This is an optimization exercise on Yosys and OpenROAD, whose aim is small area, a short achievable clock period and few clock cycles per item, not a production implementation. Function was checked by simulation only, so behaviour that the tests miss may differ from the original. Power figures rest on the tool's default switching activity, not on a simulated workload.

// accelbrot_scan_gen
module accelbrot_scan_gen #(
  parameter int NWORDS = 8,
  parameter int WWIDTH = 34,
  parameter int TWIDTH = 24,
  parameter int XWIDTH = 12,
  parameter int YWIDTH = 12
) (
  input  logic                     clk,
  input  logic                     rstn,
  input  logic [NWORDS*WWIDTH-1:0] cfg_a0,
  input  logic [NWORDS*WWIDTH-1:0] cfg_b0,
  input  logic [NWORDS*WWIDTH-1:0] cfg_step,
  input  logic [XWIDTH-1:0]        cfg_width,
  input  logic [YWIDTH-1:0]        cfg_height,
  input  logic                     ctl_start,
  output logic                     ctl_busy,
  output logic                     ctl_done,
  output logic [31:0]              sts_num_issued,
  output logic [WWIDTH-1:0]        enter_a,
  output logic [WWIDTH-1:0]        enter_b,
  output logic [TWIDTH-1:0]        enter_tag,
  output logic                     enter_start,
  output logic                     enter_valid,
  input  logic                     enter_bp
);
Size in the first run: about 3200 cells after synthesis, ~1300 flip-flops, ~40000 um^2 of cells after synthesis.
export LEC_CHECK = 0
export CAP_MARGIN = 20
export CORE_MARGIN = 2
export CORE_UTILIZATION = 55
export SETUP_SLACK_MARGIN = 2.7
export SLEW_MARGIN = 20
create_clock -name core_clock -period 5.0 [get_ports {clk}]
standard.sh (not shown) runs the stock make flow with config.mk's settings and CLKGATE_MAP_FILE= SYNTH_SCRIPT=/design/flow/synth_recipe.tcl, a recipe that flattens the netlist after the stock synthesis.
==> flow/flow/run.sh <==
#!/bin/bash
# Standard ORFS layout (the standard.sh) with plain buffers on the ports,
# larger clock-tree leaf clusters driven by smaller buffers, and no dummy
# clock loads.
set -euo pipefail
bash standard.sh "BUFFER_PORTS_ARGS=-buffer_cell sky130_fd_sc_hd__buf_1" \
  "CTS_ARGS=-sink_clustering_enable -repair_clock_nets -dont_use_dummy_load -root_buf sky130_fd_sc_hd__clkbuf_16 -sink_clustering_buffer sky130_fd_sc_hd__clkbuf_8 -sink_clustering_size 14 -sink_clustering_max_diameter 50 -buf_list {sky130_fd_sc_hd__clkbuf_8 sky130_fd_sc_hd__clkbuf_16}" \
  finish > standard_make.log 2>&1
Testbench counts at the start, summed over its fixed seeds: cycles 281,128, pixels 35,068.
Change:
--- a/flow/design.v
+++ b/flow/design.v
@@ -56,24 +56,24 @@
   output logic [TWIDTH-1:0]        enter_tag,
   output logic                     enter_start,
   output logic                     enter_valid,
   input  logic                     enter_bp
 );
   localparam int NB = NWORDS * WWIDTH;
   localparam int WB = accelbrot_pkg::widx_bits(NWORDS);
   localparam logic [WB-1:0] WLAST = WB'(NWORDS - 1);
   localparam logic [WB-1:0] WLOAD = WB'(NWORDS - 5);
   localparam logic [WB-1:0] WPRE0 = WB'(NWORDS - 4);
   localparam int RB = 5 * WWIDTH;             
-  localparam int S1 = (WWIDTH + 6) / 3;       
-  localparam int S2 = (WWIDTH - S1) / 2;      
+  localparam int S1 = (WWIDTH + 2) / 3;       
+  localparam int S2 = (WWIDTH - S1) / 2;
   localparam int S3 = WWIDTH - S1 - S2;
   localparam int CW = XWIDTH + YWIDTH;
   logic [NB-1:0]     a_cur_q, a_row0_q, b_cur_q, step_q;
   logic [S1:0]       l1_q;
   logic [S1+S2:0]    l2_q;
   logic [WWIDTH:0]   p_q;
   logic [S1-1:0]     x1_q, y1_q;
   logic              c_q, c1_q, sel0_q, nsel0_q, sel1_q, nsel1_q, sel2_q, sel3_q, nsel2_q, nsel3_q;
   logic [XWIDTH-1:0] width_q, xrem_q;
   logic [YWIDTH-1:0] yrem_q;
   logic              w1_q, w12_q, eor_q, eorn_q, lrow_q, first_q;
@@ -91,55 +91,55 @@
   assign wlast   = (ph_q == WLAST);
   assign wend    = valid_q && wlast;
   assign last_px = eor_q && lrow_q;
   assign begin_b = !enter_bp && busy_q && wlast && !(wend && last_px);
   assign a_lo = a_cur_q[WWIDTH-1:0];
   assign b_lo = b_cur_q[WWIDTH-1:0];
   assign r_lo = a_row0_q[WWIDTH-1:0];
   assign ag  = vld_q && !eor_q;
   assign bg  = vld_q && eor_q;
   assign a0w = first_q ? a_lo : r_lo;
   assign x1 = sel0_q ? b_cur_q[4*WWIDTH +: S1] : a_cur_q[4*WWIDTH +: S1];
-  assign y1 = step_q[4*WWIDTH +: S1] ^ {S1{!nsel0_q ^ ph_q[0]}};
+  assign y1 = step_q[4*WWIDTH +: S1] ^ {S1{!nsel0_q}};
   assign x2 = sel2_q ? b_cur_q[2*WWIDTH+S1 +: S2] : a_cur_q[2*WWIDTH+S1 +: S2];
   assign y2 = step_q[2*WWIDTH+S1 +: S2] ^ {S2{!nsel2_q}};
   assign x3 = sel3_q ? b_cur_q[WWIDTH+S1+S2 +: S3] : a_cur_q[WWIDTH+S1+S2 +: S3];
   assign y3 = step_q[WWIDTH+S1+S2 +: S3] ^ {S3{!nsel3_q}};
   assign sum   = p_q[WWIDTH-1:0] + WWIDTH'(c_q);
   assign c_n   = p_q[WWIDTH] || (c_q && (&p_q[WWIDTH-1:0]));
   assign a_ent = ag ? sum : bg ? a0w : a_lo;
   assign b_ent = bg ? sum : b_lo;
   always_ff @(posedge clk) begin
     a_cur_q  <= {cfg_a0[NB-RB-1:0], cfg_a0[NB-1:NB-RB]} & {NB{idle_q}}
               | {a_ent, a_cur_q[NB-1:WWIDTH]} & {NB{run_q}};
     b_cur_q  <= {cfg_b0[NB-RB-1:0], cfg_b0[NB-1:NB-RB]} & {NB{idle_q}}
               | {b_ent, b_cur_q[NB-1:WWIDTH]} & {NB{run_q}};
-    step_q   <= ~(({cfg_step[NB-RB-1:0], cfg_step[NB-1:NB-RB]} | {NB{run_q}})
-                & ({step_q[WWIDTH-1:0], step_q[NB-1:WWIDTH]} | {NB{idle_q}}));
+    step_q   <= {cfg_step[NB-RB-1:0], cfg_step[NB-1:NB-RB]} & {NB{idle_q}}
+              | {step_q[WWIDTH-1:0], step_q[NB-1:WWIDTH]} & {NB{run_q}};
     a_row0_q <= {a0w, a_row0_q[NB-1:WWIDTH]};
     x1_q     <= x1;
     y1_q     <= y1;
     c1_q     <= sel0_q && ph_q == WPRE0;
     l1_q     <= {1'b0, x1_q} + {1'b0, y1_q} + (S1+1)'(c1_q);
     l2_q     <= {{1'b0, x2} + {1'b0, y2} + (S2+1)'(l1_q[S1]), l1_q[S1-1:0]};
     p_q      <= {{1'b0, x3} + {1'b0, y3} + (S3+1)'(l2_q[S1+S2]), l2_q[S1+S2-1:0]};
     if (ph_q == WLOAD || ph_q == WLAST) begin
       sel0_q  <= vld_q ? eorn_q : eor_q;
       nsel0_q <= !(vld_q ? eorn_q : eor_q);
     end
     sel1_q   <= sel0_q;
     nsel1_q  <= nsel0_q;
     sel2_q   <= sel1_q;
-    nsel2_q  <= !nsel1_q ^ ph_q[0];   
+    nsel2_q  <= nsel1_q;
     sel3_q   <= sel2_q;
-    nsel3_q  <= sel2_q ^ ph_q[0];
+    nsel3_q  <= nsel2_q;
     c_q      <= c_n && !wlast;
     if (idle_q) begin
       width_q <= cfg_width;
       xrem_q  <= cfg_width;
       yrem_q  <= cfg_height;
       w1_q    <= (cfg_width == XWIDTH'(1));
       w12_q   <= (cfg_width == XWIDTH'(1)) || (cfg_width == XWIDTH'(2));
       eor_q   <= (cfg_width == XWIDTH'(1));
       eorn_q  <= (cfg_width == XWIDTH'(1)) || (cfg_width == XWIDTH'(2));
       lrow_q  <= (cfg_height == YWIDTH'(1));
       first_q <= 1'b1;
The new run finished clean.
Worst hold slack degrades by 0.035 ns.
Setup slack improves by 0.16 ns.
Critical path depth is lower by 1.
Synthesized area is higher by 1.7%.
Clock-buffer cell count is lower by 1.
Testbench counts after the change, summed over its fixed seeds: cycles 281,128, pixels 35,068.


main:
accelbrot_scan_gen with an RTL version that a note above also has.
For scale: roughly 3,200 cells after synthesis, about 1,300 flip-flops, roughly 970 I/O pins, ~0.040 mm^2 of cells after synthesis.
Design accelbrot_scan_gen, start of the top module:
module accelbrot_scan_gen #(
  parameter int NWORDS = 8,
  parameter int WWIDTH = 34,
  parameter int TWIDTH = 24,
  parameter int XWIDTH = 12,
  parameter int YWIDTH = 12
) (
  input  logic                     clk,
  input  logic                     rstn,
  input  logic [NWORDS*WWIDTH-1:0] cfg_a0,
  input  logic [NWORDS*WWIDTH-1:0] cfg_b0,
  input  logic [NWORDS*WWIDTH-1:0] cfg_step,
  input  logic [XWIDTH-1:0]        cfg_width,
  input  logic [YWIDTH-1:0]        cfg_height,
  input  logic                     ctl_start,
  output logic                     ctl_busy,
  output logic                     ctl_done,
  output logic [31:0]              sts_num_issued,
  output logic [WWIDTH-1:0]        enter_a,
  output logic [WWIDTH-1:0]        enter_b,
  output logic [TWIDTH-1:0]        enter_tag,
  output logic                     enter_start,
  output logic                     enter_valid,
  input  logic                     enter_bp
);
clock: 5.0 ns
lec_check: 0
cap_margin: 20
core_margin: 2
core_utilization: 55
setup_slack_margin: 2.6
slew_margin: 20
Scripts as last shown in full above: flow/flow/run.sh
Testbench counts of main, summed over its fixed seeds: cycles 281,128, pixels 35,068.
Input changes introduced in the feature branch (baseline for comparison: main):
diff --git a/flow/design.v b/flow/design.v
--- a/flow/design.v
+++ b/flow/design.v
@@ -55,26 +55,26 @@
   output logic [WWIDTH-1:0]        enter_b,
   output logic [TWIDTH-1:0]        enter_tag,
   output logic                     enter_start,
   output logic                     enter_valid,
   input  logic                     enter_bp
 );
   localparam int NB = NWORDS * WWIDTH;
   localparam int WB = accelbrot_pkg::widx_bits(NWORDS);
   localparam logic [WB-1:0] WLAST = WB'(NWORDS - 1);
   localparam logic [WB-1:0] WLOAD = WB'(NWORDS - 5);
   localparam logic [WB-1:0] WPRE0 = WB'(NWORDS - 4);
   localparam int RB = 5 * WWIDTH;             
-  localparam int S1 = (WWIDTH + 2) / 3;       
-  localparam int S2 = (WWIDTH - S1) / 2;
+  localparam int S1 = (WWIDTH + 6) / 3;       
+  localparam int S2 = (WWIDTH - S1) / 2;      
   localparam int S3 = WWIDTH - S1 - S2;
   localparam int CW = XWIDTH + YWIDTH;
   logic [NB-1:0]     a_cur_q, a_row0_q, b_cur_q, step_q;
   logic [S1:0]       l1_q;
   logic [S1+S2:0]    l2_q;
   logic [WWIDTH:0]   p_q;
   logic [S1-1:0]     x1_q, y1_q;
   logic              c_q, c1_q, sel0_q, nsel0_q, sel1_q, nsel1_q, sel2_q, sel3_q, nsel2_q, nsel3_q;
   logic [XWIDTH-1:0] width_q, xrem_q;
   logic [YWIDTH-1:0] yrem_q;
   logic              w1_q, w12_q, eor_q, eorn_q, lrow_q, first_q;
   logic [WB-1:0]     ph_q;
@@ -90,57 +90,57 @@
   assign go      = ctl_start && !busy_q;
   assign wlast   = (ph_q == WLAST);
   assign wend    = valid_q && wlast;
   assign last_px = eor_q && lrow_q;
   assign begin_b = !enter_bp && busy_q && wlast && !(wend && last_px);
   assign a_lo = a_cur_q[WWIDTH-1:0];
   assign b_lo = b_cur_q[WWIDTH-1:0];
   assign r_lo = a_row0_q[WWIDTH-1:0];
   assign ag  = vld_q && !eor_q;
   assign bg  = vld_q && eor_q;
   assign a0w = first_q ? a_lo : r_lo;
   assign x1 = sel0_q ? b_cur_q[4*WWIDTH +: S1] : a_cur_q[4*WWIDTH +: S1];
-  assign y1 = step_q[4*WWIDTH +: S1] ^ {S1{!nsel0_q}};
+  assign y1 = step_q[4*WWIDTH +: S1] ^ {S1{!nsel0_q ^ ph_q[0]}};
   assign x2 = sel2_q ? b_cur_q[2*WWIDTH+S1 +: S2] : a_cur_q[2*WWIDTH+S1 +: S2];
   assign y2 = step_q[2*WWIDTH+S1 +: S2] ^ {S2{!nsel2_q}};
   assign x3 = sel3_q ? b_cur_q[WWIDTH+S1+S2 +: S3] : a_cur_q[WWIDTH+S1+S2 +: S3];
   assign y3 = step_q[WWIDTH+S1+S2 +: S3] ^ {S3{!nsel3_q}};
   assign sum   = p_q[WWIDTH-1:0] + WWIDTH'(c_q);
   assign c_n   = p_q[WWIDTH] || (c_q && (&p_q[WWIDTH-1:0]));
   assign a_ent = ag ? sum : bg ? a0w : a_lo;
   assign b_ent = bg ? sum : b_lo;
   always_ff @(posedge clk) begin
     a_cur_q  <= {cfg_a0[NB-RB-1:0], cfg_a0[NB-1:NB-RB]} & {NB{idle_q}}
               | {a_ent, a_cur_q[NB-1:WWIDTH]} & {NB{run_q}};
     b_cur_q  <= {cfg_b0[NB-RB-1:0], cfg_b0[NB-1:NB-RB]} & {NB{idle_q}}
               | {b_ent, b_cur_q[NB-1:WWIDTH]} & {NB{run_q}};
-    step_q   <= {cfg_step[NB-RB-1:0], cfg_step[NB-1:NB-RB]} & {NB{idle_q}}
-              | {step_q[WWIDTH-1:0], step_q[NB-1:WWIDTH]} & {NB{run_q}};
+    step_q   <= ~(({cfg_step[NB-RB-1:0], cfg_step[NB-1:NB-RB]} | {NB{run_q}})
+                & ({step_q[WWIDTH-1:0], step_q[NB-1:WWIDTH]} | {NB{idle_q}}));
     a_row0_q <= {a0w, a_row0_q[NB-1:WWIDTH]};
     x1_q     <= x1;
     y1_q     <= y1;
     c1_q     <= sel0_q && ph_q == WPRE0;
     l1_q     <= {1'b0, x1_q} + {1'b0, y1_q} + (S1+1)'(c1_q);
     l2_q     <= {{1'b0, x2} + {1'b0, y2} + (S2+1)'(l1_q[S1]), l1_q[S1-1:0]};
     p_q      <= {{1'b0, x3} + {1'b0, y3} + (S3+1)'(l2_q[S1+S2]), l2_q[S1+S2-1:0]};
     if (ph_q == WLOAD || ph_q == WLAST) begin
       sel0_q  <= vld_q ? eorn_q : eor_q;
       nsel0_q <= !(vld_q ? eorn_q : eor_q);
     end
     sel1_q   <= sel0_q;
     nsel1_q  <= nsel0_q;
     sel2_q   <= sel1_q;
-    nsel2_q  <= nsel1_q;
+    nsel2_q  <= !nsel1_q ^ ph_q[0];   
     sel3_q   <= sel2_q;
-    nsel3_q  <= nsel2_q;
+    nsel3_q  <= sel2_q ^ ph_q[0];
     c_q      <= c_n && !wlast;
     if (idle_q) begin
       width_q <= cfg_width;
       xrem_q  <= cfg_width;
       yrem_q  <= cfg_height;
       w1_q    <= (cfg_width == XWIDTH'(1));
       w12_q   <= (cfg_width == XWIDTH'(1)) || (cfg_width == XWIDTH'(2));
       eor_q   <= (cfg_width == XWIDTH'(1));
       eorn_q  <= (cfg_width == XWIDTH'(1)) || (cfg_width == XWIDTH'(2));
       lrow_q  <= (cfg_height == YWIDTH'(1));
       first_q <= 1'b1;
     end else if (wend) begin
==> comparison <==
The feature branch vs main — post-route non-filler standard cell count dropped slightly
Of the feature branch and main, the higher highest clock frequency the design can meet belongs to main.
Share of power burned in combinational logic in the feature branch vs main: up 0.6 points
The non-clock buffer total of the final layout on main is in line with that on the feature branch.
main -> the feature branch: final wirelength flat
Testbench counts of the feature branch, summed over its fixed seeds: cycles 281,128, pixels 35,068.

==> separate check: timing with driven ports <==
In the flow no input, the clock included, has a driving cell. The finished layouts below were timed again as built, in two steps. Step 1, drivers: a clkbuf_16 drives clk and a buf_2 each remaining input, both assumed. Step 2 moves the port delays by t, midway between the first and last clock arrival at a register: inputs arrive t later, outputs are due t later. That takes back most of the time a late clock gives input paths. a / b / c = no drivers / after step 1 / after step 2; a / b = the first two.
run	t, ns	slack for setup (ns)	clock arrival spread, ns	cell pins on the clock port's net
the first run of note 1	0.663	2.572 / 2.514 / 2.182	0.064 / 0.064	1
the second run of note 1	0.678	2.734 / 2.666 / 2.248	0.073 / 0.073	1
main	0.692	2.614 / 2.542 / 2.214	0.074 / 0.074	1
the feature branch	0.668	2.601 / 2.547 / 2.122	0.073 / 0.073	1
After both steps setup and hold are still met in every run listed. For the second run of note 1, which loses most, drivers alone change the setup slack by -0.068 ns; drivers and shift together by -0.486 ns.
